Source: an optimization exercise on an open RTL-to-GDS flow (aim: small area, a short achievable clock period and few clock cycles per item). Production flows keep margins and buffers that such runs may drop.
No run shown here included a check of the RTL's function; only the layout flow was run.
No activity file was given, so power comes from the tool's default toggle rates.

**design/flow/flow/run.sh**
```bash
#!/bin/bash
# Standard ORFS layout (the standard.sh), with the port buffers that
# buffer_ports inserts made sky130_fd_sc_hd__buf_1 instead of its default pick.
set -uo pipefail
bash standard.sh BUFFER_PORTS_ARGS="-buffer_cell sky130_fd_sc_hd__buf_1" finish > standard_make.log 2>&1
status=$?
tail -50 standard_make.log
exit $status
```
**design/flow/standard.sh**
```bash
#!/bin/bash
# synth_recipe.tcl (not shown) runs the flow's synth.tcl, then flattens the netlist and writes it again
# the make line also repeats each setting of config.mk as NAME=value (left out here)
make -C /OpenROAD-flow-scripts/flow DESIGN_CONFIG=/design/flow/config.mk WORK_HOME=/design/flow/orfs CLKGATE_MAP_FILE= SYNTH_SCRIPT=/design/flow/synth_recipe.tcl "${@:-finish}"
```
**design/flow/config.mk**
```make
export PLATFORM = sky130hd
export DESIGN_NAME = tcp_synack_reply_builder
export DESIGN_NICKNAME = tcp_synack_reply_builder
export VERILOG_FILES = /design/flow/design.v
export SDC_FILE = /design/flow/constraint.sdc
export NUM_CORES = 4
export LEC_CHECK = 0
export ABC_AREA = 1
export CAP_MARGIN = 20
export CORE_MARGIN = 2
export CORE_UTILIZATION = 40
export SLEW_MARGIN = 20
```
**design/flow/constraint.sdc**
```tcl
create_clock -name core_clock -period 8.0 [get_ports {clk}]
set_input_delay 1.6000 -clock core_clock [delete_from_list [all_inputs] [get_ports {clk}]]
set_output_delay 1.6000 -clock core_clock [all_outputs]
set_load 0.01 [all_outputs]
```
**design/flow/design.v**
```verilog
module tcp_synack_reply_builder (
  input  logic         clk,
  input  logic         rst,
  input  logic         in_valid,
  output logic         in_stall,
  input  logic [271:0] in_data,
  output logic         out_valid,
  input  logic         out_stall,
  output logic [256:0] out_data,
  input  logic         psel,
  input  logic         penable,
  input  logic         pwrite,
  input  logic [2:0]   paddr,
  input  logic [31:0]  pwdata,
  output logic [31:0]  prdata,
  output logic         pready
);
  function automatic logic [15:0] eac_add(input logic [15:0] x, input logic [15:0] y);
    logic [15:0] g, p, gg, pp, c;
    logic cin;
    g = x & y; p = x ^ y; gg = g; pp = p;
    for (int l = 0; l < 4; l++)
      for (int i = 0; i < 16; i++)
        if ((i >> l) & 1) begin
          gg[i] = gg[i] | (pp[i] & gg[((i >> l) << l) - 1]);
          pp[i] = pp[i] & pp[((i >> l) << l) - 1];
        end
    cin = gg[15];
    c[0] = cin;
    for (int i = 1; i < 16; i++) c[i] = gg[i-1] | (pp[i-1] & cin);
    eac_add = p ^ c;
  endfunction
  function automatic logic [15:0] eac_add0(input logic [15:0] x, input logic [15:0] y);
    logic [15:0] g, p, gg, pp, c;
    logic cin;
    g = x & y; p = x ^ y; gg = g; pp = p;
    for (int l = 0; l < 4; l++)
      for (int i = 0; i < 16; i++)
        if ((i >> l) & 1) begin
          gg[i] = gg[i] | (pp[i] & gg[((i >> l) << l) - 1]);
          pp[i] = pp[i] & pp[((i >> l) << l) - 1];
        end
    cin = gg[15] | pp[15];
    c[0] = cin;
    for (int i = 1; i < 16; i++) c[i] = gg[i-1] | (pp[i-1] & cin);
    eac_add0 = p ^ c;
  endfunction
  function automatic logic [15:0] eac_add0_ks(input logic [15:0] x, input logic [15:0] y);
    logic [15:0] p, gg, pp, g2, p2;
    p = x ^ y; gg = x & y; pp = p;
    for (int l = 0; l < 4; l++) begin
      for (int i = 0; i < 16; i++) begin
        g2[i] = gg[i] | (pp[i] & gg[(i + 16 - (1 << l)) % 16]);
        p2[i] = pp[i] & pp[(i + 16 - (1 << l)) % 16];
      end
      gg = g2; pp = p2;
    end
    for (int i = 0; i < 16; i++) eac_add0_ks[i] = p[i] ^ (gg[(i + 15) % 16] | pp[(i + 15) % 16]);
  endfunction
  logic [15:0] local_port;
  logic [15:0] server_port;
  logic        wr_en;
  assign pready = 1'b1;
  assign wr_en  = psel && penable && pwrite;
  assign prdata = {16'd0, paddr[2] ? server_port : local_port};
  always_ff @(posedge clk) begin
    if (rst) begin
      local_port  <= 16'd0;
      server_port <= 16'd80;
    end else if (wr_en) begin
      if (paddr[2]) server_port <= pwdata[15:0];
      else          local_port  <= pwdata[15:0];
    end
  end
  localparam logic [15:0] TcpK = 16'h502B;
  localparam logic [15:0] CfgWRst = 16'h507B;   
  logic [15:0] cfg_o, cfg_u, cfg_v, cfg_m, cfg_w;
  assign cfg_o = paddr[2] ? local_port : server_port;
  assign cfg_u = pwdata[15:0] ^ cfg_o ^ TcpK;
  assign cfg_m = (pwdata[15:0] & cfg_o) | (pwdata[15:0] & TcpK) | (cfg_o & TcpK);
  assign cfg_v = {cfg_m[14:0], cfg_m[15]};
  always_ff @(posedge clk) begin
    if (rst)        cfg_w <= CfgWRst;
    else if (wr_en) cfg_w <= eac_add(cfg_u, cfg_v);
  end
  logic [47:0] dmac, smac;
  logic [15:0] etype, dport;
  logic [7:0]  proto, flags;
  logic [31:0] sip, dip, seq_in, ack_in;
  assign {dmac, smac, etype, proto, sip, dip, dport, seq_in, ack_in, flags} = in_data;
  logic [15:0] sip_hi, sip_lo, dip_hi, dip_lo, ack_hi, ack_lo, seq_hi, seq_lo;
  assign {sip_hi, sip_lo} = sip;
  assign {dip_hi, dip_lo} = dip;
  assign {ack_hi, ack_lo} = ack_in;
  assign {seq_hi, seq_lo} = seq_in;
  logic match;
  assign match = (etype == 16'h0800) && (proto == 8'h06) && (dport == local_port) &&
                 (flags[5:0] == 6'h12);
  logic [31:0] ack_next;
  assign ack_next = seq_in + 32'd1;
  logic seq_wrap;
  assign seq_wrap = &seq_in;
  logic [15:0] sh_s, sh_m;
  assign sh_s[0] = sip_hi[0] ^ sip_lo[0] ^ dip_hi[0];
  assign sh_m[0] = (sip_hi[0] & sip_lo[0]) | (sip_hi[0] & dip_hi[0]) | (sip_lo[0] & dip_hi[0]);
  assign sh_s[1] = sip_hi[1] ^ sip_lo[1] ^ dip_hi[1];
  assign sh_m[1] = (sip_hi[1] & sip_lo[1]) | (sip_hi[1] & dip_hi[1]) | (sip_lo[1] & dip_hi[1]);
  assign sh_s[2] = sip_hi[2] ^ sip_lo[2] ^ dip_hi[2];
  assign sh_m[2] = (sip_hi[2] & sip_lo[2]) | (sip_hi[2] & dip_hi[2]) | (sip_lo[2] & dip_hi[2]);
  assign sh_s[3] = sip_hi[3] ^ sip_lo[3] ^ dip_hi[3];
  assign sh_m[3] = (sip_hi[3] & sip_lo[3]) | (sip_hi[3] & dip_hi[3]) | (sip_lo[3] & dip_hi[3]);
  assign sh_s[4] = sip_hi[4] ^ sip_lo[4] ^ dip_hi[4];
  assign sh_m[4] = (sip_hi[4] & sip_lo[4]) | (sip_hi[4] & dip_hi[4]) | (sip_lo[4] & dip_hi[4]);
  assign sh_s[5] = sip_hi[5] ^ sip_lo[5] ^ dip_hi[5];
  assign sh_m[5] = (sip_hi[5] & sip_lo[5]) | (sip_hi[5] & dip_hi[5]) | (sip_lo[5] & dip_hi[5]);
  assign sh_s[6] = sip_hi[6] ^ sip_lo[6] ^ dip_hi[6];
  assign sh_m[6] = (sip_hi[6] & sip_lo[6]) | (sip_hi[6] & dip_hi[6]) | (sip_lo[6] & dip_hi[6]);
  assign sh_s[7] = sip_hi[7] ^ sip_lo[7] ^ dip_hi[7];
  assign sh_m[7] = (sip_hi[7] & sip_lo[7]) | (sip_hi[7] & dip_hi[7]) | (sip_lo[7] & dip_hi[7]);
  assign sh_s[8] = sip_hi[8] ^ sip_lo[8] ^ dip_hi[8];
  assign sh_m[8] = (sip_hi[8] & sip_lo[8]) | (sip_hi[8] & dip_hi[8]) | (sip_lo[8] & dip_hi[8]);
  assign sh_s[9] = sip_hi[9] ^ sip_lo[9] ^ dip_hi[9];
  assign sh_m[9] = (sip_hi[9] & sip_lo[9]) | (sip_hi[9] & dip_hi[9]) | (sip_lo[9] & dip_hi[9]);
  assign sh_s[10] = sip_hi[10] ^ sip_lo[10] ^ dip_hi[10];
  assign sh_m[10] = (sip_hi[10] & sip_lo[10]) | (sip_hi[10] & dip_hi[10]) | (sip_lo[10] & dip_hi[10]);
  assign sh_s[11] = sip_hi[11] ^ sip_lo[11] ^ dip_hi[11];
  assign sh_m[11] = (sip_hi[11] & sip_lo[11]) | (sip_hi[11] & dip_hi[11]) | (sip_lo[11] & dip_hi[11]);
  assign sh_s[12] = sip_hi[12] ^ sip_lo[12] ^ dip_hi[12];
  assign sh_m[12] = (sip_hi[12] & sip_lo[12]) | (sip_hi[12] & dip_hi[12]) | (sip_lo[12] & dip_hi[12]);
  assign sh_s[13] = sip_hi[13] ^ sip_lo[13] ^ dip_hi[13];
  assign sh_m[13] = (sip_hi[13] & sip_lo[13]) | (sip_hi[13] & dip_hi[13]) | (sip_lo[13] & dip_hi[13]);
  assign sh_s[14] = sip_hi[14] ^ sip_lo[14] ^ dip_hi[14];
  assign sh_m[14] = (sip_hi[14] & sip_lo[14]) | (sip_hi[14] & dip_hi[14]) | (sip_lo[14] & dip_hi[14]);
  assign sh_s[15] = sip_hi[15] ^ sip_lo[15] ^ dip_hi[15];
  assign sh_m[15] = (sip_hi[15] & sip_lo[15]) | (sip_hi[15] & dip_hi[15]) | (sip_lo[15] & dip_hi[15]);
  logic ip_s1, ip_c2;
  logic ip_s3, ip_c4;
  logic ip_s5, ip_c6;
  logic ip_s7, ip_c8;
  logic ip_s9, ip_c10;
  logic ip_s11, ip_c12;
  logic ip_s13, ip_c14;
  logic ip_s15, ip_c16;
  logic ip_s17, ip_c18;
  logic ip_s19, ip_c20;
  logic ip_s21, ip_c22;
  logic ip_s23, ip_c24;
  logic ip_s25, ip_c26;
  logic ip_s27, ip_c28;
  logic ip_s29, ip_c30;
  logic ip_s31, ip_c32;
  logic ip_s33, ip_c34;
  logic ip_s35, ip_c36;
  logic ip_s37, ip_c38;
  logic ip_s39, ip_c40;
  logic ip_s41, ip_c42;
  logic ip_s43, ip_c44;
  logic ip_s45, ip_c46;
  logic ip_s47, ip_c48;
  logic ip_s49, ip_c50;
  logic ip_s51, ip_c52;
  logic ip_s53, ip_c54;
  logic ip_s55, ip_c56;
  logic ip_s57, ip_c58;
  logic ip_s59, ip_c60;
  logic ip_s61, ip_c62;
  logic ip_s63, ip_c64;
  logic tcp_s65, tcp_c66;
  logic tcp_s67, tcp_c68;
  logic tcp_s69, tcp_c70;
  logic tcp_s71, tcp_c72;
  logic tcp_s73, tcp_c74;
  logic tcp_s75, tcp_c76;
  logic tcp_s77, tcp_c78;
  logic tcp_s79, tcp_c80;
  logic tcp_s81, tcp_c82;
  logic tcp_s83, tcp_c84;
  logic tcp_s85, tcp_c86;
  logic tcp_s87, tcp_c88;
  logic tcp_s89, tcp_c90;
  logic tcp_s91, tcp_c92;
  logic tcp_s93, tcp_c94;
  logic tcp_s95, tcp_c96;
  logic tcp_s97, tcp_c98;
  logic tcp_s99, tcp_c100;
  logic tcp_s101, tcp_c102;
  logic tcp_s103, tcp_c104;
  logic tcp_s105, tcp_c106;
  logic tcp_s107, tcp_c108;
  logic tcp_s109, tcp_c110;
  logic tcp_s111, tcp_c112;
  logic tcp_s113, tcp_c114;
  logic tcp_s115, tcp_c116;
  logic tcp_s117, tcp_c118;
  logic tcp_s119, tcp_c120;
  logic tcp_s121, tcp_c122;
  logic tcp_s123, tcp_c124;
  logic tcp_s125, tcp_c126;
  logic tcp_s127, tcp_c128;
  logic tcp_s129, tcp_c130;
  logic tcp_s131, tcp_c132;
  logic tcp_s133, tcp_c134;
  logic tcp_s135, tcp_c136;
  logic tcp_s137, tcp_c138;
  logic tcp_s139, tcp_c140;
  logic tcp_s141, tcp_c142;
  logic tcp_s143, tcp_c144;
  logic tcp_s145, tcp_c146;
  logic tcp_s147, tcp_c148;
  logic tcp_s149, tcp_c150;
  logic tcp_s151, tcp_c152;
  logic tcp_s153, tcp_c154;
  logic tcp_s155, tcp_c156;
  logic tcp_s157, tcp_c158;
  logic tcp_s159, tcp_c160;
  logic tcp_s161, tcp_c162;
  logic tcp_s163, tcp_c164;
  logic tcp_s165, tcp_c166;
  logic tcp_s167, tcp_c168;
  logic tcp_s169, tcp_c170;
  logic tcp_s171, tcp_c172;
  logic tcp_s173, tcp_c174;
  logic tcp_s175, tcp_c176;
  logic tcp_s177, tcp_c178;
  logic tcp_s179, tcp_c180;
  logic tcp_s181, tcp_c182;
  logic tcp_s183, tcp_c184;
  logic tcp_s185, tcp_c186;
  logic tcp_s187, tcp_c188;
  logic tcp_s189, tcp_c190;
  logic tcp_s191, tcp_c192;
  logic tcp_s193, tcp_c194;
  logic tcp_s195, tcp_c196;
  logic tcp_s197, tcp_c198;
  logic tcp_s199, tcp_c200;
  logic tcp_s201, tcp_c202;
  logic tcp_s203, tcp_c204;
  logic tcp_s205, tcp_c206;
  logic tcp_s207, tcp_c208;
  logic tcp_s209, tcp_c210;
  logic tcp_s211, tcp_c212;
  logic tcp_s213, tcp_c214;
  logic tcp_s215, tcp_c216;
  logic tcp_s217, tcp_c218;
  logic tcp_s219, tcp_c220;
  logic tcp_s221, tcp_c222;
  logic tcp_s223, tcp_c224;
  logic tcp_s225, tcp_c226;
  logic tcp_s227, tcp_c228;
  logic tcp_s229, tcp_c230;
  logic tcp_s231, tcp_c232;
  logic tcp_s233, tcp_c234;
  logic tcp_s235, tcp_c236;
  logic tcp_s237, tcp_c238;
  logic tcp_s239, tcp_c240;
  logic tcp_s241, tcp_c242;
  logic tcp_s243, tcp_c244;
  logic tcp_s245, tcp_c246;
  logic tcp_s247, tcp_c248;
  logic tcp_s249, tcp_c250;
  logic tcp_s251, tcp_c252;
  logic tcp_s253, tcp_c254;
  logic tcp_s255, tcp_c256;
  assign ip_s1 = 1'b1 ^ dip_lo[0] ^ sh_s[0];
  assign ip_c2 = (1'b1 & dip_lo[0]) | (1'b1 & sh_s[0]) | (dip_lo[0] & sh_s[0]);
  assign ip_s3 = 1'b1 ^ dip_lo[1] ^ sh_s[1];
  assign ip_c4 = (1'b1 & dip_lo[1]) | (1'b1 & sh_s[1]) | (dip_lo[1] & sh_s[1]);
  assign ip_s5 = 1'b1 ^ dip_lo[2] ^ sh_s[2];
  assign ip_c6 = (1'b1 & dip_lo[2]) | (1'b1 & sh_s[2]) | (dip_lo[2] & sh_s[2]);
  assign ip_s7 = 1'b1 ^ dip_lo[3] ^ sh_s[3];
  assign ip_c8 = (1'b1 & dip_lo[3]) | (1'b1 & sh_s[3]) | (dip_lo[3] & sh_s[3]);
  assign ip_s9 = 1'b0 ^ dip_lo[4] ^ sh_s[4];
  assign ip_c10 = (1'b0 & dip_lo[4]) | (1'b0 & sh_s[4]) | (dip_lo[4] & sh_s[4]);
  assign ip_s11 = 1'b1 ^ dip_lo[5] ^ sh_s[5];
  assign ip_c12 = (1'b1 & dip_lo[5]) | (1'b1 & sh_s[5]) | (dip_lo[5] & sh_s[5]);
  assign ip_s13 = 1'b0 ^ dip_lo[6] ^ sh_s[6];
  assign ip_c14 = (1'b0 & dip_lo[6]) | (1'b0 & sh_s[6]) | (dip_lo[6] & sh_s[6]);
  assign ip_s15 = 1'b0 ^ dip_lo[7] ^ sh_s[7];
  assign ip_c16 = (1'b0 & dip_lo[7]) | (1'b0 & sh_s[7]) | (dip_lo[7] & sh_s[7]);
  assign ip_s17 = 1'b0 ^ dip_lo[8] ^ sh_s[8];
  assign ip_c18 = (1'b0 & dip_lo[8]) | (1'b0 & sh_s[8]) | (dip_lo[8] & sh_s[8]);
  assign ip_s19 = 1'b0 ^ dip_lo[9] ^ sh_s[9];
  assign ip_c20 = (1'b0 & dip_lo[9]) | (1'b0 & sh_s[9]) | (dip_lo[9] & sh_s[9]);
  assign ip_s21 = 1'b1 ^ dip_lo[10] ^ sh_s[10];
  assign ip_c22 = (1'b1 & dip_lo[10]) | (1'b1 & sh_s[10]) | (dip_lo[10] & sh_s[10]);
  assign ip_s23 = 1'b0 ^ dip_lo[11] ^ sh_s[11];
  assign ip_c24 = (1'b0 & dip_lo[11]) | (1'b0 & sh_s[11]) | (dip_lo[11] & sh_s[11]);
  assign ip_s25 = 1'b0 ^ dip_lo[12] ^ sh_s[12];
  assign ip_c26 = (1'b0 & dip_lo[12]) | (1'b0 & sh_s[12]) | (dip_lo[12] & sh_s[12]);
  assign ip_s27 = 1'b0 ^ dip_lo[13] ^ sh_s[13];
  assign ip_c28 = (1'b0 & dip_lo[13]) | (1'b0 & sh_s[13]) | (dip_lo[13] & sh_s[13]);
  assign ip_s29 = 1'b1 ^ dip_lo[14] ^ sh_s[14];
  assign ip_c30 = (1'b1 & dip_lo[14]) | (1'b1 & sh_s[14]) | (dip_lo[14] & sh_s[14]);
  assign ip_s31 = 1'b0 ^ dip_lo[15] ^ sh_s[15];
  assign ip_c32 = (1'b0 & dip_lo[15]) | (1'b0 & sh_s[15]) | (dip_lo[15] & sh_s[15]);
  assign ip_s33 = sh_m[15] ^ ip_s1 ^ ip_c32;
  assign ip_c34 = (sh_m[15] & ip_s1) | (sh_m[15] & ip_c32) | (ip_s1 & ip_c32);
  assign ip_s35 = sh_m[0] ^ ip_c2 ^ ip_s3;
  assign ip_c36 = (sh_m[0] & ip_c2) | (sh_m[0] & ip_s3) | (ip_c2 & ip_s3);
  assign ip_s37 = sh_m[1] ^ ip_c4 ^ ip_s5;
  assign ip_c38 = (sh_m[1] & ip_c4) | (sh_m[1] & ip_s5) | (ip_c4 & ip_s5);
  assign ip_s39 = sh_m[2] ^ ip_c6 ^ ip_s7;
  assign ip_c40 = (sh_m[2] & ip_c6) | (sh_m[2] & ip_s7) | (ip_c6 & ip_s7);
  assign ip_s41 = sh_m[3] ^ ip_c8 ^ ip_s9;
  assign ip_c42 = (sh_m[3] & ip_c8) | (sh_m[3] & ip_s9) | (ip_c8 & ip_s9);
  assign ip_s43 = sh_m[4] ^ ip_c10 ^ ip_s11;
  assign ip_c44 = (sh_m[4] & ip_c10) | (sh_m[4] & ip_s11) | (ip_c10 & ip_s11);
  assign ip_s45 = sh_m[5] ^ ip_c12 ^ ip_s13;
  assign ip_c46 = (sh_m[5] & ip_c12) | (sh_m[5] & ip_s13) | (ip_c12 & ip_s13);
  assign ip_s47 = sh_m[6] ^ ip_c14 ^ ip_s15;
  assign ip_c48 = (sh_m[6] & ip_c14) | (sh_m[6] & ip_s15) | (ip_c14 & ip_s15);
  assign ip_s49 = sh_m[7] ^ ip_c16 ^ ip_s17;
  assign ip_c50 = (sh_m[7] & ip_c16) | (sh_m[7] & ip_s17) | (ip_c16 & ip_s17);
  assign ip_s51 = sh_m[8] ^ ip_c18 ^ ip_s19;
  assign ip_c52 = (sh_m[8] & ip_c18) | (sh_m[8] & ip_s19) | (ip_c18 & ip_s19);
  assign ip_s53 = sh_m[9] ^ ip_c20 ^ ip_s21;
  assign ip_c54 = (sh_m[9] & ip_c20) | (sh_m[9] & ip_s21) | (ip_c20 & ip_s21);
  assign ip_s55 = sh_m[10] ^ ip_c22 ^ ip_s23;
  assign ip_c56 = (sh_m[10] & ip_c22) | (sh_m[10] & ip_s23) | (ip_c22 & ip_s23);
  assign ip_s57 = sh_m[11] ^ ip_c24 ^ ip_s25;
  assign ip_c58 = (sh_m[11] & ip_c24) | (sh_m[11] & ip_s25) | (ip_c24 & ip_s25);
  assign ip_s59 = sh_m[12] ^ ip_c26 ^ ip_s27;
  assign ip_c60 = (sh_m[12] & ip_c26) | (sh_m[12] & ip_s27) | (ip_c26 & ip_s27);
  assign ip_s61 = sh_m[13] ^ ip_c28 ^ ip_s29;
  assign ip_c62 = (sh_m[13] & ip_c28) | (sh_m[13] & ip_s29) | (ip_c28 & ip_s29);
  assign ip_s63 = sh_m[14] ^ ip_c30 ^ ip_s31;
  assign ip_c64 = (sh_m[14] & ip_c30) | (sh_m[14] & ip_s31) | (ip_c30 & ip_s31);
  assign tcp_s65 = cfg_w[0] ^ dip_lo[0] ^ ack_hi[0];
  assign tcp_c66 = (cfg_w[0] & dip_lo[0]) | (cfg_w[0] & ack_hi[0]) | (dip_lo[0] & ack_hi[0]);
  assign tcp_s67 = ack_lo[0] ^ seq_hi[0] ^ seq_lo[0];
  assign tcp_c68 = (ack_lo[0] & seq_hi[0]) | (ack_lo[0] & seq_lo[0]) | (seq_hi[0] & seq_lo[0]);
  assign tcp_s69 = cfg_w[1] ^ dip_lo[1] ^ ack_hi[1];
  assign tcp_c70 = (cfg_w[1] & dip_lo[1]) | (cfg_w[1] & ack_hi[1]) | (dip_lo[1] & ack_hi[1]);
  assign tcp_s71 = ack_lo[1] ^ seq_hi[1] ^ seq_lo[1];
  assign tcp_c72 = (ack_lo[1] & seq_hi[1]) | (ack_lo[1] & seq_lo[1]) | (seq_hi[1] & seq_lo[1]);
  assign tcp_s73 = cfg_w[2] ^ dip_lo[2] ^ ack_hi[2];
  assign tcp_c74 = (cfg_w[2] & dip_lo[2]) | (cfg_w[2] & ack_hi[2]) | (dip_lo[2] & ack_hi[2]);
  assign tcp_s75 = ack_lo[2] ^ seq_hi[2] ^ seq_lo[2];
  assign tcp_c76 = (ack_lo[2] & seq_hi[2]) | (ack_lo[2] & seq_lo[2]) | (seq_hi[2] & seq_lo[2]);
  assign tcp_s77 = cfg_w[3] ^ dip_lo[3] ^ ack_hi[3];
  assign tcp_c78 = (cfg_w[3] & dip_lo[3]) | (cfg_w[3] & ack_hi[3]) | (dip_lo[3] & ack_hi[3]);
  assign tcp_s79 = ack_lo[3] ^ seq_hi[3] ^ seq_lo[3];
  assign tcp_c80 = (ack_lo[3] & seq_hi[3]) | (ack_lo[3] & seq_lo[3]) | (seq_hi[3] & seq_lo[3]);
  assign tcp_s81 = cfg_w[4] ^ dip_lo[4] ^ ack_hi[4];
  assign tcp_c82 = (cfg_w[4] & dip_lo[4]) | (cfg_w[4] & ack_hi[4]) | (dip_lo[4] & ack_hi[4]);
  assign tcp_s83 = ack_lo[4] ^ seq_hi[4] ^ seq_lo[4];
  assign tcp_c84 = (ack_lo[4] & seq_hi[4]) | (ack_lo[4] & seq_lo[4]) | (seq_hi[4] & seq_lo[4]);
  assign tcp_s85 = cfg_w[5] ^ dip_lo[5] ^ ack_hi[5];
  assign tcp_c86 = (cfg_w[5] & dip_lo[5]) | (cfg_w[5] & ack_hi[5]) | (dip_lo[5] & ack_hi[5]);
  assign tcp_s87 = ack_lo[5] ^ seq_hi[5] ^ seq_lo[5];
  assign tcp_c88 = (ack_lo[5] & seq_hi[5]) | (ack_lo[5] & seq_lo[5]) | (seq_hi[5] & seq_lo[5]);
  assign tcp_s89 = cfg_w[6] ^ dip_lo[6] ^ ack_hi[6];
  assign tcp_c90 = (cfg_w[6] & dip_lo[6]) | (cfg_w[6] & ack_hi[6]) | (dip_lo[6] & ack_hi[6]);
  assign tcp_s91 = ack_lo[6] ^ seq_hi[6] ^ seq_lo[6];
  assign tcp_c92 = (ack_lo[6] & seq_hi[6]) | (ack_lo[6] & seq_lo[6]) | (seq_hi[6] & seq_lo[6]);
  assign tcp_s93 = cfg_w[7] ^ dip_lo[7] ^ ack_hi[7];
  assign tcp_c94 = (cfg_w[7] & dip_lo[7]) | (cfg_w[7] & ack_hi[7]) | (dip_lo[7] & ack_hi[7]);
  assign tcp_s95 = ack_lo[7] ^ seq_hi[7] ^ seq_lo[7];
  assign tcp_c96 = (ack_lo[7] & seq_hi[7]) | (ack_lo[7] & seq_lo[7]) | (seq_hi[7] & seq_lo[7]);
  assign tcp_s97 = cfg_w[8] ^ dip_lo[8] ^ ack_hi[8];
  assign tcp_c98 = (cfg_w[8] & dip_lo[8]) | (cfg_w[8] & ack_hi[8]) | (dip_lo[8] & ack_hi[8]);
  assign tcp_s99 = ack_lo[8] ^ seq_hi[8] ^ seq_lo[8];
  assign tcp_c100 = (ack_lo[8] & seq_hi[8]) | (ack_lo[8] & seq_lo[8]) | (seq_hi[8] & seq_lo[8]);
  assign tcp_s101 = cfg_w[9] ^ dip_lo[9] ^ ack_hi[9];
  assign tcp_c102 = (cfg_w[9] & dip_lo[9]) | (cfg_w[9] & ack_hi[9]) | (dip_lo[9] & ack_hi[9]);
  assign tcp_s103 = ack_lo[9] ^ seq_hi[9] ^ seq_lo[9];
  assign tcp_c104 = (ack_lo[9] & seq_hi[9]) | (ack_lo[9] & seq_lo[9]) | (seq_hi[9] & seq_lo[9]);
  assign tcp_s105 = cfg_w[10] ^ dip_lo[10] ^ ack_hi[10];
  assign tcp_c106 = (cfg_w[10] & dip_lo[10]) | (cfg_w[10] & ack_hi[10]) | (dip_lo[10] & ack_hi[10]);
  assign tcp_s107 = ack_lo[10] ^ seq_hi[10] ^ seq_lo[10];
  assign tcp_c108 = (ack_lo[10] & seq_hi[10]) | (ack_lo[10] & seq_lo[10]) | (seq_hi[10] & seq_lo[10]);
  assign tcp_s109 = cfg_w[11] ^ dip_lo[11] ^ ack_hi[11];
  assign tcp_c110 = (cfg_w[11] & dip_lo[11]) | (cfg_w[11] & ack_hi[11]) | (dip_lo[11] & ack_hi[11]);
  assign tcp_s111 = ack_lo[11] ^ seq_hi[11] ^ seq_lo[11];
  assign tcp_c112 = (ack_lo[11] & seq_hi[11]) | (ack_lo[11] & seq_lo[11]) | (seq_hi[11] & seq_lo[11]);
  assign tcp_s113 = cfg_w[12] ^ dip_lo[12] ^ ack_hi[12];
  assign tcp_c114 = (cfg_w[12] & dip_lo[12]) | (cfg_w[12] & ack_hi[12]) | (dip_lo[12] & ack_hi[12]);
  assign tcp_s115 = ack_lo[12] ^ seq_hi[12] ^ seq_lo[12];
  assign tcp_c116 = (ack_lo[12] & seq_hi[12]) | (ack_lo[12] & seq_lo[12]) | (seq_hi[12] & seq_lo[12]);
  assign tcp_s117 = cfg_w[13] ^ dip_lo[13] ^ ack_hi[13];
  assign tcp_c118 = (cfg_w[13] & dip_lo[13]) | (cfg_w[13] & ack_hi[13]) | (dip_lo[13] & ack_hi[13]);
  assign tcp_s119 = ack_lo[13] ^ seq_hi[13] ^ seq_lo[13];
  assign tcp_c120 = (ack_lo[13] & seq_hi[13]) | (ack_lo[13] & seq_lo[13]) | (seq_hi[13] & seq_lo[13]);
  assign tcp_s121 = cfg_w[14] ^ dip_lo[14] ^ ack_hi[14];
  assign tcp_c122 = (cfg_w[14] & dip_lo[14]) | (cfg_w[14] & ack_hi[14]) | (dip_lo[14] & ack_hi[14]);
  assign tcp_s123 = ack_lo[14] ^ seq_hi[14] ^ seq_lo[14];
  assign tcp_c124 = (ack_lo[14] & seq_hi[14]) | (ack_lo[14] & seq_lo[14]) | (seq_hi[14] & seq_lo[14]);
  assign tcp_s125 = cfg_w[15] ^ dip_lo[15] ^ ack_hi[15];
  assign tcp_c126 = (cfg_w[15] & dip_lo[15]) | (cfg_w[15] & ack_hi[15]) | (dip_lo[15] & ack_hi[15]);
  assign tcp_s127 = ack_lo[15] ^ seq_hi[15] ^ seq_lo[15];
  assign tcp_c128 = (ack_lo[15] & seq_hi[15]) | (ack_lo[15] & seq_lo[15]) | (seq_hi[15] & seq_lo[15]);
  assign tcp_s129 = sh_s[0] ^ sh_m[15] ^ tcp_s65;
  assign tcp_c130 = (sh_s[0] & sh_m[15]) | (sh_s[0] & tcp_s65) | (sh_m[15] & tcp_s65);
  assign tcp_s131 = tcp_s67 ^ tcp_c126 ^ tcp_c128;
  assign tcp_c132 = (tcp_s67 & tcp_c126) | (tcp_s67 & tcp_c128) | (tcp_c126 & tcp_c128);
  assign tcp_s133 = sh_s[1] ^ sh_m[0] ^ tcp_c66;
  assign tcp_c134 = (sh_s[1] & sh_m[0]) | (sh_s[1] & tcp_c66) | (sh_m[0] & tcp_c66);
  assign tcp_s135 = tcp_c68 ^ tcp_s69 ^ tcp_s71;
  assign tcp_c136 = (tcp_c68 & tcp_s69) | (tcp_c68 & tcp_s71) | (tcp_s69 & tcp_s71);
  assign tcp_s137 = sh_s[2] ^ sh_m[1] ^ tcp_c70;
  assign tcp_c138 = (sh_s[2] & sh_m[1]) | (sh_s[2] & tcp_c70) | (sh_m[1] & tcp_c70);
  assign tcp_s139 = tcp_c72 ^ tcp_s73 ^ tcp_s75;
  assign tcp_c140 = (tcp_c72 & tcp_s73) | (tcp_c72 & tcp_s75) | (tcp_s73 & tcp_s75);
  assign tcp_s141 = sh_s[3] ^ sh_m[2] ^ tcp_c74;
  assign tcp_c142 = (sh_s[3] & sh_m[2]) | (sh_s[3] & tcp_c74) | (sh_m[2] & tcp_c74);
  assign tcp_s143 = tcp_c76 ^ tcp_s77 ^ tcp_s79;
  assign tcp_c144 = (tcp_c76 & tcp_s77) | (tcp_c76 & tcp_s79) | (tcp_s77 & tcp_s79);
  assign tcp_s145 = sh_s[4] ^ sh_m[3] ^ tcp_c78;
  assign tcp_c146 = (sh_s[4] & sh_m[3]) | (sh_s[4] & tcp_c78) | (sh_m[3] & tcp_c78);
  assign tcp_s147 = tcp_c80 ^ tcp_s81 ^ tcp_s83;
  assign tcp_c148 = (tcp_c80 & tcp_s81) | (tcp_c80 & tcp_s83) | (tcp_s81 & tcp_s83);
  assign tcp_s149 = sh_s[5] ^ sh_m[4] ^ tcp_c82;
  assign tcp_c150 = (sh_s[5] & sh_m[4]) | (sh_s[5] & tcp_c82) | (sh_m[4] & tcp_c82);
  assign tcp_s151 = tcp_c84 ^ tcp_s85 ^ tcp_s87;
  assign tcp_c152 = (tcp_c84 & tcp_s85) | (tcp_c84 & tcp_s87) | (tcp_s85 & tcp_s87);
  assign tcp_s153 = sh_s[6] ^ sh_m[5] ^ tcp_c86;
  assign tcp_c154 = (sh_s[6] & sh_m[5]) | (sh_s[6] & tcp_c86) | (sh_m[5] & tcp_c86);
  assign tcp_s155 = tcp_c88 ^ tcp_s89 ^ tcp_s91;
  assign tcp_c156 = (tcp_c88 & tcp_s89) | (tcp_c88 & tcp_s91) | (tcp_s89 & tcp_s91);
  assign tcp_s157 = sh_s[7] ^ sh_m[6] ^ tcp_c90;
  assign tcp_c158 = (sh_s[7] & sh_m[6]) | (sh_s[7] & tcp_c90) | (sh_m[6] & tcp_c90);
  assign tcp_s159 = tcp_c92 ^ tcp_s93 ^ tcp_s95;
  assign tcp_c160 = (tcp_c92 & tcp_s93) | (tcp_c92 & tcp_s95) | (tcp_s93 & tcp_s95);
  assign tcp_s161 = sh_s[8] ^ sh_m[7] ^ tcp_c94;
  assign tcp_c162 = (sh_s[8] & sh_m[7]) | (sh_s[8] & tcp_c94) | (sh_m[7] & tcp_c94);
  assign tcp_s163 = tcp_c96 ^ tcp_s97 ^ tcp_s99;
  assign tcp_c164 = (tcp_c96 & tcp_s97) | (tcp_c96 & tcp_s99) | (tcp_s97 & tcp_s99);
  assign tcp_s165 = sh_s[9] ^ sh_m[8] ^ tcp_c98;
  assign tcp_c166 = (sh_s[9] & sh_m[8]) | (sh_s[9] & tcp_c98) | (sh_m[8] & tcp_c98);
  assign tcp_s167 = tcp_c100 ^ tcp_s101 ^ tcp_s103;
  assign tcp_c168 = (tcp_c100 & tcp_s101) | (tcp_c100 & tcp_s103) | (tcp_s101 & tcp_s103);
  assign tcp_s169 = sh_s[10] ^ sh_m[9] ^ tcp_c102;
  assign tcp_c170 = (sh_s[10] & sh_m[9]) | (sh_s[10] & tcp_c102) | (sh_m[9] & tcp_c102);
  assign tcp_s171 = tcp_c104 ^ tcp_s105 ^ tcp_s107;
  assign tcp_c172 = (tcp_c104 & tcp_s105) | (tcp_c104 & tcp_s107) | (tcp_s105 & tcp_s107);
  assign tcp_s173 = sh_s[11] ^ sh_m[10] ^ tcp_c106;
  assign tcp_c174 = (sh_s[11] & sh_m[10]) | (sh_s[11] & tcp_c106) | (sh_m[10] & tcp_c106);
  assign tcp_s175 = tcp_c108 ^ tcp_s109 ^ tcp_s111;
  assign tcp_c176 = (tcp_c108 & tcp_s109) | (tcp_c108 & tcp_s111) | (tcp_s109 & tcp_s111);
  assign tcp_s177 = sh_s[12] ^ sh_m[11] ^ tcp_c110;
  assign tcp_c178 = (sh_s[12] & sh_m[11]) | (sh_s[12] & tcp_c110) | (sh_m[11] & tcp_c110);
  assign tcp_s179 = tcp_c112 ^ tcp_s113 ^ tcp_s115;
  assign tcp_c180 = (tcp_c112 & tcp_s113) | (tcp_c112 & tcp_s115) | (tcp_s113 & tcp_s115);
  assign tcp_s181 = sh_s[13] ^ sh_m[12] ^ tcp_c114;
  assign tcp_c182 = (sh_s[13] & sh_m[12]) | (sh_s[13] & tcp_c114) | (sh_m[12] & tcp_c114);
  assign tcp_s183 = tcp_c116 ^ tcp_s117 ^ tcp_s119;
  assign tcp_c184 = (tcp_c116 & tcp_s117) | (tcp_c116 & tcp_s119) | (tcp_s117 & tcp_s119);
  assign tcp_s185 = sh_s[14] ^ sh_m[13] ^ tcp_c118;
  assign tcp_c186 = (sh_s[14] & sh_m[13]) | (sh_s[14] & tcp_c118) | (sh_m[13] & tcp_c118);
  assign tcp_s187 = tcp_c120 ^ tcp_s121 ^ tcp_s123;
  assign tcp_c188 = (tcp_c120 & tcp_s121) | (tcp_c120 & tcp_s123) | (tcp_s121 & tcp_s123);
  assign tcp_s189 = sh_s[15] ^ sh_m[14] ^ tcp_c122;
  assign tcp_c190 = (sh_s[15] & sh_m[14]) | (sh_s[15] & tcp_c122) | (sh_m[14] & tcp_c122);
  assign tcp_s191 = tcp_c124 ^ tcp_s125 ^ tcp_s127;
  assign tcp_c192 = (tcp_c124 & tcp_s125) | (tcp_c124 & tcp_s127) | (tcp_s125 & tcp_s127);
  assign tcp_s193 = tcp_s129 ^ tcp_s131 ^ tcp_c190;
  assign tcp_c194 = (tcp_s129 & tcp_s131) | (tcp_s129 & tcp_c190) | (tcp_s131 & tcp_c190);
  assign tcp_s195 = tcp_c130 ^ tcp_c132 ^ tcp_s133;
  assign tcp_c196 = (tcp_c130 & tcp_c132) | (tcp_c130 & tcp_s133) | (tcp_c132 & tcp_s133);
  assign tcp_s197 = tcp_c134 ^ tcp_c136 ^ tcp_s137;
  assign tcp_c198 = (tcp_c134 & tcp_c136) | (tcp_c134 & tcp_s137) | (tcp_c136 & tcp_s137);
  assign tcp_s199 = tcp_c138 ^ tcp_c140 ^ tcp_s141;
  assign tcp_c200 = (tcp_c138 & tcp_c140) | (tcp_c138 & tcp_s141) | (tcp_c140 & tcp_s141);
  assign tcp_s201 = tcp_c142 ^ tcp_c144 ^ tcp_s145;
  assign tcp_c202 = (tcp_c142 & tcp_c144) | (tcp_c142 & tcp_s145) | (tcp_c144 & tcp_s145);
  assign tcp_s203 = tcp_c146 ^ tcp_c148 ^ tcp_s149;
  assign tcp_c204 = (tcp_c146 & tcp_c148) | (tcp_c146 & tcp_s149) | (tcp_c148 & tcp_s149);
  assign tcp_s205 = tcp_c150 ^ tcp_c152 ^ tcp_s153;
  assign tcp_c206 = (tcp_c150 & tcp_c152) | (tcp_c150 & tcp_s153) | (tcp_c152 & tcp_s153);
  assign tcp_s207 = tcp_c154 ^ tcp_c156 ^ tcp_s157;
  assign tcp_c208 = (tcp_c154 & tcp_c156) | (tcp_c154 & tcp_s157) | (tcp_c156 & tcp_s157);
  assign tcp_s209 = tcp_c158 ^ tcp_c160 ^ tcp_s161;
  assign tcp_c210 = (tcp_c158 & tcp_c160) | (tcp_c158 & tcp_s161) | (tcp_c160 & tcp_s161);
  assign tcp_s211 = tcp_c162 ^ tcp_c164 ^ tcp_s165;
  assign tcp_c212 = (tcp_c162 & tcp_c164) | (tcp_c162 & tcp_s165) | (tcp_c164 & tcp_s165);
  assign tcp_s213 = tcp_c166 ^ tcp_c168 ^ tcp_s169;
  assign tcp_c214 = (tcp_c166 & tcp_c168) | (tcp_c166 & tcp_s169) | (tcp_c168 & tcp_s169);
  assign tcp_s215 = tcp_c170 ^ tcp_c172 ^ tcp_s173;
  assign tcp_c216 = (tcp_c170 & tcp_c172) | (tcp_c170 & tcp_s173) | (tcp_c172 & tcp_s173);
  assign tcp_s217 = tcp_c174 ^ tcp_c176 ^ tcp_s177;
  assign tcp_c218 = (tcp_c174 & tcp_c176) | (tcp_c174 & tcp_s177) | (tcp_c176 & tcp_s177);
  assign tcp_s219 = tcp_c178 ^ tcp_c180 ^ tcp_s181;
  assign tcp_c220 = (tcp_c178 & tcp_c180) | (tcp_c178 & tcp_s181) | (tcp_c180 & tcp_s181);
  assign tcp_s221 = tcp_c182 ^ tcp_c184 ^ tcp_s185;
  assign tcp_c222 = (tcp_c182 & tcp_c184) | (tcp_c182 & tcp_s185) | (tcp_c184 & tcp_s185);
  assign tcp_s223 = tcp_c186 ^ tcp_c188 ^ tcp_s189;
  assign tcp_c224 = (tcp_c186 & tcp_c188) | (tcp_c186 & tcp_s189) | (tcp_c188 & tcp_s189);
  assign tcp_s225 = tcp_c192 ^ tcp_s193 ^ tcp_c224;
  assign tcp_c226 = (tcp_c192 & tcp_s193) | (tcp_c192 & tcp_c224) | (tcp_s193 & tcp_c224);
  assign tcp_s227 = tcp_s135 ^ tcp_c194 ^ tcp_s195;
  assign tcp_c228 = (tcp_s135 & tcp_c194) | (tcp_s135 & tcp_s195) | (tcp_c194 & tcp_s195);
  assign tcp_s229 = tcp_s139 ^ tcp_c196 ^ tcp_s197;
  assign tcp_c230 = (tcp_s139 & tcp_c196) | (tcp_s139 & tcp_s197) | (tcp_c196 & tcp_s197);
  assign tcp_s231 = tcp_s143 ^ tcp_c198 ^ tcp_s199;
  assign tcp_c232 = (tcp_s143 & tcp_c198) | (tcp_s143 & tcp_s199) | (tcp_c198 & tcp_s199);
  assign tcp_s233 = tcp_s147 ^ tcp_c200 ^ tcp_s201;
  assign tcp_c234 = (tcp_s147 & tcp_c200) | (tcp_s147 & tcp_s201) | (tcp_c200 & tcp_s201);
  assign tcp_s235 = tcp_s151 ^ tcp_c202 ^ tcp_s203;
  assign tcp_c236 = (tcp_s151 & tcp_c202) | (tcp_s151 & tcp_s203) | (tcp_c202 & tcp_s203);
  assign tcp_s237 = tcp_s155 ^ tcp_c204 ^ tcp_s205;
  assign tcp_c238 = (tcp_s155 & tcp_c204) | (tcp_s155 & tcp_s205) | (tcp_c204 & tcp_s205);
  assign tcp_s239 = tcp_s159 ^ tcp_c206 ^ tcp_s207;
  assign tcp_c240 = (tcp_s159 & tcp_c206) | (tcp_s159 & tcp_s207) | (tcp_c206 & tcp_s207);
  assign tcp_s241 = tcp_s163 ^ tcp_c208 ^ tcp_s209;
  assign tcp_c242 = (tcp_s163 & tcp_c208) | (tcp_s163 & tcp_s209) | (tcp_c208 & tcp_s209);
  assign tcp_s243 = tcp_s167 ^ tcp_c210 ^ tcp_s211;
  assign tcp_c244 = (tcp_s167 & tcp_c210) | (tcp_s167 & tcp_s211) | (tcp_c210 & tcp_s211);
  assign tcp_s245 = tcp_s171 ^ tcp_c212 ^ tcp_s213;
  assign tcp_c246 = (tcp_s171 & tcp_c212) | (tcp_s171 & tcp_s213) | (tcp_c212 & tcp_s213);
  assign tcp_s247 = tcp_s175 ^ tcp_c214 ^ tcp_s215;
  assign tcp_c248 = (tcp_s175 & tcp_c214) | (tcp_s175 & tcp_s215) | (tcp_c214 & tcp_s215);
  assign tcp_s249 = tcp_s179 ^ tcp_c216 ^ tcp_s217;
  assign tcp_c250 = (tcp_s179 & tcp_c216) | (tcp_s179 & tcp_s217) | (tcp_c216 & tcp_s217);
  assign tcp_s251 = tcp_s183 ^ tcp_c218 ^ tcp_s219;
  assign tcp_c252 = (tcp_s183 & tcp_c218) | (tcp_s183 & tcp_s219) | (tcp_c218 & tcp_s219);
  assign tcp_s253 = tcp_s187 ^ tcp_c220 ^ tcp_s221;
  assign tcp_c254 = (tcp_s187 & tcp_c220) | (tcp_s187 & tcp_s221) | (tcp_c220 & tcp_s221);
  assign tcp_s255 = tcp_s191 ^ tcp_c222 ^ tcp_s223;
  assign tcp_c256 = (tcp_s191 & tcp_c222) | (tcp_s191 & tcp_s223) | (tcp_c222 & tcp_s223);
  logic [15:0] ip_a, ip_b, tcp_a, tcp_b;
  assign ip_a = {ip_c62, ip_c60, ip_c58, ip_c56, ip_c54, ip_c52, ip_c50, ip_c48, ip_c46, ip_c44, ip_c42, ip_c40, ip_c38, ip_c36, ip_c34, ip_s33};
  assign ip_b = {ip_s63, ip_s61, ip_s59, ip_s57, ip_s55, ip_s53, ip_s51, ip_s49, ip_s47, ip_s45, ip_s43, ip_s41, ip_s39, ip_s37, ip_s35, ip_c64};
  assign tcp_a = {tcp_c254, tcp_c252, tcp_c250, tcp_c248, tcp_c246, tcp_c244, tcp_c242, tcp_c240, tcp_c238, tcp_c236, tcp_c234, tcp_c232, tcp_c230, tcp_c228, tcp_c226, tcp_s225};
  assign tcp_b = {tcp_s255, tcp_s253, tcp_s251, tcp_s249, tcp_s247, tcp_s245, tcp_s243, tcp_s241, tcp_s239, tcp_s237, tcp_s235, tcp_s233, tcp_s231, tcp_s229, tcp_s227, tcp_c256};
  localparam int W = 1 + 48 + 48 + 32 + 32 + 32 + 32 + 64 + 1;
  logic         ld;
  logic [W-1:0] nxt, q;
  assign ld       = !out_valid || !out_stall;
  assign in_stall = !ld;
  assign nxt = {1'b1, smac, dmac, dip, sip, ack_in, ack_next, ~ip_a, ~ip_b, ~tcp_a, ~tcp_b, seq_wrap};
  always_ff @(posedge clk) begin
    if (rst)     out_valid <= 1'b0;
    else if (ld) out_valid <= in_valid;
  end
  logic ld_m;
  assign ld_m = ld && match;
  always_ff @(posedge clk) begin
    q <= (nxt & {W{ld_m}}) | (q & {W{!ld}});
  end
  logic        q_send;
  logic [47:0] q_dmac, q_smac;
  logic [31:0] q_sip, q_dip, q_seq, q_ack;
  logic [15:0] q_ipx, q_ipy, q_tcpx, q_tcpy;
  logic        q_wrap;
  assign {q_send, q_dmac, q_smac, q_sip, q_dip, q_seq, q_ack, q_ipx, q_ipy, q_tcpx, q_tcpy, q_wrap} = q;
  logic [15:0] tcp_hs, tcp_hc, tcp_hcr;
  assign tcp_hs = q_tcpx ^ q_tcpy ^ {15'd0, q_wrap};
  assign tcp_hc = (q_tcpx & q_tcpy) | ({15'd0, q_wrap} & (q_tcpx ^ q_tcpy));
  assign tcp_hcr = {tcp_hc[14:0], tcp_hc[15]};
  assign out_data = {q_send, q_dmac, q_smac, q_sip, q_dip, eac_add0_ks(q_ipx, q_ipy),
                     q_seq, q_ack, eac_add0_ks(tcp_hs, tcp_hcr)};
endmodule
```
==> results of run 1 <==
where the power goes:
group | internal (mW) | switching, mW | total (mW) | leakage [nW]
sequential | 1.70 | 0.00675 | 1.71 | 2.74
combinational | 0.325 | 0.549 | 0.874 | 8.11
clock | 1.23 | 0.759 | 1.99 | 0.690
total | 3.25 | 1.32 | 4.57 | 11.5
metal layers:
metal,vias up,wire length [um],share of wire (%)
met5,-,41,0.058
met4,6,1740,2.5
met3,98,5440,7.7
met2,625,32500,46
met1,8915,31300,44
li1,9681,-,-
sequential cells by signal (all words and copies together), names as in the netlist, named ones only:
register,flops
out_valid,1
server_port,16
local_port,16
q,289
cfg_w,16
area by class of cell:
| type | instances | area [um2] |
|---|---|---|
| Antenna cell | 1 | 2.50 |
| Clock buffer | 59 | 1200 |
| Clock inverter | 13 | 224 |
| Fill cell | 5859 | 30400 |
| Inverter | 399 | 1510 |
| Multi-Input combinational cell | 1902 | 11700 |
| Sequential cell | 339 | 6800 |
| Tap cell | 748 | 936 |
| Timing Repair Buffer | 577 | 2200 |
stage by stage:
stage | instance area [um2] | setup WS, ns | hold WS, ns
final | 24600 | 3.05 | 0.448
after detailed placement | 23100 | 2.79 | 0.437
after floorplan | 22200 | 3.53 | 0.427
after global routing | 24600 | 2.75 | 0.460
after CTS | 24600 | 3.03 | 0.451
after global placement | 23100 | 2.78 | 0.436
critical path: cells and delay by family (launching register included):
kind / cells / cell delay (ns)
buf+inv: 2 / 0.27
xor+xnor: 1 / 0.14
flops: 1 / 0.37
fa+ha+maj: 2 / 0.91
simple gates: 5 / 1.08
final timing paths:
check                                   start           to  slack [ns]  depth (start not counted)
worst max-delay path                     q[0]  out_data[1]        3.05                         10
worst min-delay path                   q[142]       q[142]        0.45                          2
worst max register to register  local_port[9]       q[178]        4.39                         11
worst min register to register         q[142]       q[142]        0.45                          2
kinds of logic after synthesis:
kind of cell	Yosys count
other	2
AOI/OAI and AO/OA	412
adders and majority gates	223
xor gates and xnor gates	86
and+or+nand+nor	1164
buffers and inverters	734
DFF	339
layout by cell type (no fill, tap or decap), types with 2 or more instances in the layout:
| cell | Yosys | routed |
|---|---|---|
| sky130_fd_sc_hd__clkinv_2 | 0 | 4 |
| sky130_fd_sc_hd__conb_1 | 2 | 17 |
| sky130_fd_sc_hd__nand2_2 | 5 | 4 |
| sky130_fd_sc_hd__clkbuf_8 | 0 | 6 |
| sky130_fd_sc_hd__clkbuf_1 | 66 | 10 |
| sky130_fd_sc_hd__a21o_1 | 17 | 17 |
| sky130_fd_sc_hd__bufinv_16 | 0 | 6 |
| sky130_fd_sc_hd__buf_1 | 5 | 568 |
| sky130_fd_sc_hd__inv_2 | 7 | 7 |
| sky130_fd_sc_hd__xor2_1 | 70 | 70 |
| sky130_fd_sc_hd__or2_2 | 12 | 12 |
| sky130_fd_sc_hd__o21ai_0 | 198 | 198 |
| sky130_fd_sc_hd__o21ai_2 | 90 | 90 |
| sky130_fd_sc_hd__clkbuf_16 | 0 | 43 |
| sky130_fd_sc_hd__nand4_1 | 19 | 19 |
| sky130_fd_sc_hd__nor4_1 | 10 | 10 |
| sky130_fd_sc_hd__fa_1 | 106 | 106 |
| sky130_fd_sc_hd__nor3b_1 | 5 | 5 |
| sky130_fd_sc_hd__inv_1 | 390 | 388 |
| sky130_fd_sc_hd__xnor2_1 | 16 | 16 |
| sky130_fd_sc_hd__o22ai_1 | 2 | 2 |
| sky130_fd_sc_hd__nand3b_1 | 4 | 4 |
| sky130_fd_sc_hd__nand3_1 | 183 | 183 |
| sky130_fd_sc_hd__a21oi_1 | 82 | 82 |
| sky130_fd_sc_hd__clkinv_1 | 2 | 3 |
| sky130_fd_sc_hd__nor2_1 | 170 | 170 |
| sky130_fd_sc_hd__ha_1 | 117 | 117 |
| sky130_fd_sc_hd__nand2_1 | 717 | 716 |
| sky130_fd_sc_hd__nor3_1 | 38 | 38 |
| sky130_fd_sc_hd__o21bai_1 | 2 | 2 |
| sky130_fd_sc_hd__buf_4 | 247 | 9 |
| sky130_fd_sc_hd__a31oi_1 | 16 | 16 |
| sky130_fd_sc_hd__dfxtp_1 | 338 | 338 |
| sky130_fd_sc_hd__clkinvlp_4 | 0 | 2 |
==> results.txt, run 1 <==
Leakage Power=between 10 and 15 nW; largest net degree at the start of global routing=between 100 and 150; maximum vdd drop=0.000159 V; slew at the pin closest to its max-slew limit=roughly 1.1 ns; filler-free cell count of the finished design=~4000; final core utilization=between 40% and 50%; global routing usage on met1=around 32%; YS warnings=1; RSZ-0062 raised after global routing=false; Max Fanout on Critical Path=5; detailed-router iteration count before antenna repair=7; max cap viols=0; initial antenna violation count=4; TritonCTS clock tree=done; timing-limited maximum frequency=202 MHz; met2 track utilization from global routing=37.6%; number of cell rows=86; Post-Syn Area=0.0222 mm2; Synth Area in XOR/XNOR=between 3 and 4%; number of hold-slack violations in the final timing report=0; vias after detailed routing=19300; vertical die dimension=around 240 um; Worst Setup Path Type=register to output port; main combinational cell family by area after synthesis=simple AND/OR/NAND/NOR gates; total of flip-flops plus latches after synthesis=between 300 and 400; critical path's slowest cell=sky130_fd_sc_hd__nor4_1; routability congestion estimate from global placement=0.961; Primary FF master, synth=sky130_fd_sc_hd__dfxtp_1; fin nets=around 3800; final critical path time including I/O delays and setup=4.95 ns; routed wire length=between 70000 and 80000 um; arrival time of the worst setup path=3.35 ns; most frequent cell after synthesis=sky130_fd_sc_hd__nand2_1; share of synthesized cell area in full adder, half adder and majority cells=between 15 and 20%; sum of negative setup slack=0 ns; Total Die Area=about 0.057 mm2; number of top-level design ports=between 600 and 700; Tightest Hold Check Type=register to register; core area=~0.055 mm2; root buffer selected by CTS=sky130_fd_sc_hd__clkbuf_16; Tot Pwr=4.57 mW; Critical Path Source Type=register; status=complete, no violations; number of clock sinks=around 340; global-route wire length before repair=approximately 100000 um; Starting Density=about two fifths; number of global-route vias before repair=17800; count of nets left with antenna violations after detail routing=0; synth cell count leaders=717 x sky130_fd_sc_hd__nand2_1, 390 x sky130_fd_sc_hd__inv_1, 338 x sky130_fd_sc_hd__dfxtp_1; share of final-layout standard cells stronger than drive strength 1=~5.7%; clock transition at the registers of the reported paths=roughly 0.060 ns; GRT busiest layer=met2; area added between synthesis and finish=10.7%; stage delay of the slowest cell on the critical path=between 0.5 and 0.6 ns; clock latency reported for the late side of the worst-skew pair=0.56 ns; WL per Instance=~18 um; die boundary width=about 240 um; final number of max-transition violations=0; count of port buffers added during placement=about 570; per-cell via count in the routed design=between 4 and 5; count of different cell masters after synthesis=38; fraction of synthesis flops using an asynchronous set or reset pin=0%; number of instances in the placed design=slightly below 4000; share of the clock period used by the worst path=61.8%; basic-gate share of the synthesized area counting and, or, nand and nor cells=about 22%; portion of synthesized cell area occupied by the leading cell type=30.5%; post-cts hold buffer count=0; top cells by area in the synthesized netlist=sky130_fd_sc_hd__dfxtp_1 30%, sky130_fd_sc_hd__nand2_1 12%, sky130_fd_sc_hd__fa_1 9.6%, sky130_fd_sc_hd__buf_4 8.4%, sky130_fd_sc_hd__ha_1 6.6%; worst setup skew after layout=0.0219 ns; Required @ worst endpoint=about 6.4 ns; post-synthesis mux area share=0%; ordered cell list for the critical path=fa_1, ha_1, nand2_1, nor2_1, inv_1, nor4_1, nor2_1, nand2_1, xor2_1, buf_1; type of destination of the critical path=output port; Post-synth EDFFs=1; Residual DRC=0; DP Wirelength=roughly 57000 um; Max Root-Sink Buffers=3; total global routing overflow=0; H-tree levels=2; met3 layer usage reported by global route=under 10%; starting DRC count in detailed routing=1387; total CTS buffers=approximately 40; Syn Area/Cell=~7.5 um2; power per cell area=~190 mW/mm2; sequential area share after synthesis=a little under a third; total of cells resized after clock tree synthesis=0; synthesized instance count=between 2000 and 3000; GRT Util Overall=a little under a quarter; Yosys top cell by area=sky130_fd_sc_hd__dfxtp_1; compound-gate portion of the synthesized area=roughly 11%; post-CTS setup buffer count=0; Relative slew margins=29.6%; final count of negative-setup-slack endpoints=0
==> inputs of run 2 (changes only) <==
--- a/design/flow/config.mk
+++ b/design/flow/config.mk
@@ -11,2 +11,3 @@
 export CORE_UTILIZATION = 40
+export SETUP_SLACK_MARGIN = 3.9
 export SLEW_MARGIN = 20
==> results.txt, run 2 <==
Max Fanout on Critical Path=4 (was 5); count of port buffers added during placement=568 (unchanged); top cells by area in the synthesized netlist=sky130_fd_sc_hd__dfxtp_1 30%, sky130_fd_sc_hd__nand2_1 12%, sky130_fd_sc_hd__fa_1 9.6%, sky130_fd_sc_hd__buf_4 8.4%, sky130_fd_sc_hd__ha_1 6.6% (unchanged); Relative slew margins=30.0% (was 29.6%); Required @ worst endpoint=6.40 ns (about the same); Post-synth EDFFs=1 (unchanged); most frequent cells in the layout=701 x sky130_fd_sc_hd__nand2_1, 541 x sky130_fd_sc_hd__buf_1, 386 x sky130_fd_sc_hd__inv_1 (was 716 x sky130_fd_sc_hd__nand2_1, 568 x sky130_fd_sc_hd__buf_1, 388 x sky130_fd_sc_hd__inv_1); status=complete, no violations (unchanged); Synth Area in XOR/XNOR=3.39% (unchanged); per-cell via count in the routed design=4.81 (was 4.79); register containing the most flip-flops in the final layout=q (unchanged); synth cell count leaders=717 x sky130_fd_sc_hd__nand2_1, 390 x sky130_fd_sc_hd__inv_1, 338 x sky130_fd_sc_hd__dfxtp_1 (unchanged); Primary FF master, synth=sky130_fd_sc_hd__dfxtp_1 (unchanged); share of total power in sequential cells=37.9% (was 37.4%); arrival time of the worst setup path=2.70 ns (was 3.35 ns); critical path's slowest cell=sky130_fd_sc_hd__fa_2 (was sky130_fd_sc_hd__nor4_1); die boundary width=240 um (unchanged); Worst Setup Path Type=register to output port (unchanged); Leakage Power=11.9 nW (was 11.5 nW); count of different cell masters after synthesis=38 (unchanged); area added between synthesis and finish=15.8% (was 10.7%); Max Root-Sink Buffers=3 (unchanged); most frequent cell after synthesis=sky130_fd_sc_hd__nand2_1 (unchanged); TritonCTS clock tree=done (unchanged); logic gate share of total power=20.0% (was 19.1%); Total Die Area=0.0574 mm2 (unchanged); clock latency reported for the late side of the worst-skew pair=0.58 ns (was 0.56 ns); global-route wire length before repair=105000 um (was 104000 um); fin nets=3833 (was 3797); share of the clock period used by the worst path=53.7% (was 61.8%); worst setup skew after layout=0.0420 ns (was 0.0219 ns); max cap viols=0 (unchanged); Syn Area/Cell=7.50 um2 (unchanged); ordered cell list for the critical path=fa_2, ha_4, buf_4, nand2_4, nor2_4, inv_2, nor4_4, nor2_1, nand2_1, xor2_1, buf_2 (was fa_1, ha_1, nand2_1, nor2_1, inv_1, nor4_1, nor2_1, nand2_1, xor2_1, buf_1); fill cell total of the finished layout=5704 (was 5859); WHS=0.449 ns (was 0.448 ns); leading cell type in the layout, fill and taps excluded=sky130_fd_sc_hd__nand2_1 (unchanged); net switching share of the total power=29.9% (was 28.8%); total of flip-flops plus latches after synthesis=339 (unchanged); main combinational cell family by area after synthesis=simple AND/OR/NAND/NOR gates (unchanged); total global routing overflow=0 (unchanged); DP Wirelength=57900 um (was 56600 um); post-cts hold buffer count=0 (unchanged); Residual DRC=0 (unchanged); sum of negative setup slack=0 ns (unchanged); final critical path time including I/O delays and setup=4.30 ns (was 4.95 ns); number of cell rows=86 (unchanged); Largest register FFs=289 (unchanged); initial antenna violation count=9 (was 4); routed wire length=73700 um (was 71000 um); compound-gate portion of the synthesized area=11.2% (unchanged); detailed-router iteration count before antenna repair=6 (was 7); GRT Util Overall=24.2% (was 23.7%); vias after detailed routing=19600 (was 19300); Starting Density=40.4% (unchanged); Int Power=3.16 mW (was 3.25 mW); RSZ-0062 raised after global routing=true (was false); number of global-route vias before repair=17900 (was 17800); clock transition at the registers of the reported paths=0.06 ns (about the same); timing-limited maximum frequency=233 MHz (was 202 MHz); root buffer selected by CTS=sky130_fd_sc_hd__clkbuf_16 (unchanged); number of hold-slack violations in the final timing report=0 (unchanged); clock power share=42.2% (was 43.5%); Yosys top cell by area=sky130_fd_sc_hd__dfxtp_1 (unchanged); final number of max-transition violations=0 (unchanged); number of top-level design ports=606 (unchanged); share of synthesized cell area in full adder, half adder and majority cells=16.2% (unchanged); routability congestion estimate from global placement=0.945 (was 0.961); share of final-layout standard cells stronger than drive strength 1=10.9% (was 5.72%); starting DRC count in detailed routing=1293 (was 1387); vertical die dimension=240 um (unchanged); sequential area share after synthesis=30.6% (unchanged); Post-Syn Area=0.0222 mm2 (unchanged); switching power total=1.35 mW (was 1.32 mW); WL per Instance=18.1 um (was 17.6 um); maximum vdd drop=0.000180 V (was 0.000159 V); count of nets left with antenna violations after detail routing=0 (unchanged); slew at the pin closest to its max-slew limit=1.05 ns (was 1.06 ns); YS warnings=1 (unchanged); total CTS buffers=40 (was 41); fraction of synthesis flops using an asynchronous set or reset pin=0% (unchanged); largest net degree at the start of global routing=126 (was 136); H-tree levels=2 (unchanged); number of clock sinks=339 (unchanged); Tightest Hold Check Type=register to register (unchanged); final count of negative-setup-slack endpoints=0 (unchanged); type of destination of the critical path=output port (unchanged); Critical Path Source Type=register (unchanged); power per cell area=175 mW/mm2 (was 186 mW/mm2); stage delay of the slowest cell on the critical path=0.41 ns (was 0.57 ns); slack of the worst reg-to-reg path=5.06 ns (was 4.39 ns); portion of synthesized cell area occupied by the leading cell type=30.5% (unchanged); final core utilization=46.7% (was 44.7%); basic-gate share of the synthesized area counting and, or, nand and nor cells=21.6% (unchanged); synthesized instance count=2960 (unchanged); core area=0.0550 mm2 (unchanged); post-synthesis mux area share=0% (unchanged)
[run 2: cell counts after synthesis]
Identical to the previous run, type by type.
[run 2: kinds of logic (layout without fill, tap and decap cells)]
logic type / Yosys count / after routing
buffers and inverters: 734 / 1086
XOR/XNOR: 86 / 86
adder cells (fa/ha/maj): 223 / 223
other: 2 / 21
flip-flops: 339 / 339
AO/OA/AOI/OAI: 412 / 412
AND/OR/NAND/NOR: 1164 / 1164
[run 2: metrics by stage]
step	std cells	power [mW]	cell area (um2)	worst slack, ns
after global routing	4078	4.72	25700	3.52
after detailed placement	3969	2.63	23300	3.13
after CTS	4053	4.53	25300	3.63
final	4079	4.51	25700	3.70
after global placement	3969	2.62	23300	3.10
after floorplan	2975	2.32	22400	3.90
[run 2: worst paths after layout]
| check | start | end | cells after the start |
|---|---|---|---|
| worst max-delay path | q[1] | out_data[12] | 11 |
| worst min-delay path | q[198] | q[198] | 2 |
| worst max register to register | local_port[2] | q[283] | 9 |
| worst min register to register | q[198] | q[198] | 2 |
[run 2: power by group through the flow]
stage	registers, mW	logic (mW)	clock network (mW)
final	1.71	0.900	1.90
after global placement	1.74	0.875	0
after floorplan	1.74	0.577	0
after detailed placement	1.74	0.886	0
after global routing	1.71	1.02	1.99
after CTS	1.71	0.892	1.93
[run 2: metal layers]
layer | vias to the layer above | global-route usage, % | wire length [um]
met5 | - | 0 | 69
met2 | 661 | 38.5 | 34000
li1 | 9778 | - | -
met4 | 10 | 7.95 | 2030
met3 | 120 | 5.31 | 5450
met1 | 9044 | 32.6 | 32100
[run 2: final cells by class]
type / count / area (um2) / share of cell area [%]
Timing Repair inverter: 1 / 11.3 / 0.0438
Sequential cell: 339 / 6800 / 26.5
Tap cell: 748 / 936 / 3.64
Multi-Input combinational cell: 1902 / 12500 / 48.7
Clock inverter: 16 / 184 / 0.716
Inverter: 399 / 1530 / 5.95
Clock buffer: 57 / 1170 / 4.54
Antenna cell: 4 / 10.0 / 0.0390
Timing Repair Buffer: 613 / 2540 / 9.89
[run 2: what timing repair did]
action,4_1_cts,5_1_grt
endpoints found under the setup margin,33,48
resized for setup,139,58
buffers inserted,11,20
hold endpoints to repair,0,0
pin swaps,25,31
gates cloned,0,2
[run 2: critical path, delay by kind of cell (launching register included)]
family / cells / cell delay (ns)
and+or+nand+nor: 5 / 0.59
adders and majority gates: 2 / 0.70
DFF: 1 / 0.34
xor gates and xnor gates: 1 / 0.17
buffers and inverters: 3 / 0.35

port drivers added, routing unchanged:
No port has a modelled driver above. Below, the same layouts with a new extraction and two added sets of constraints.
Step 1 assumes that a clkbuf_16 drives the clock port and a buf_2 every other input.
Step 2, shift: input delay + t, output delay - t, t = (earliest + latest rising clock arrival at the registers) / 2. This alone moves slack from input paths to output paths.
Three values: ideal ports, drivers, drivers and shift; two values: the first two.
run	t (ns)	setup WS [ns]	worst setup path after step 2	worst data-port slew with drivers (ns)
run 1	0.611	3.053 / 2.998 / 2.789	input to register	0.11
run 2	0.607	3.702 / 3.650 / 3.521	input to register	0.10
After both steps setup and hold are still met in every run listed. For run 1, which loses most, drivers alone change the setup slack by -0.055 ns; drivers and shift together by -0.264 ns.
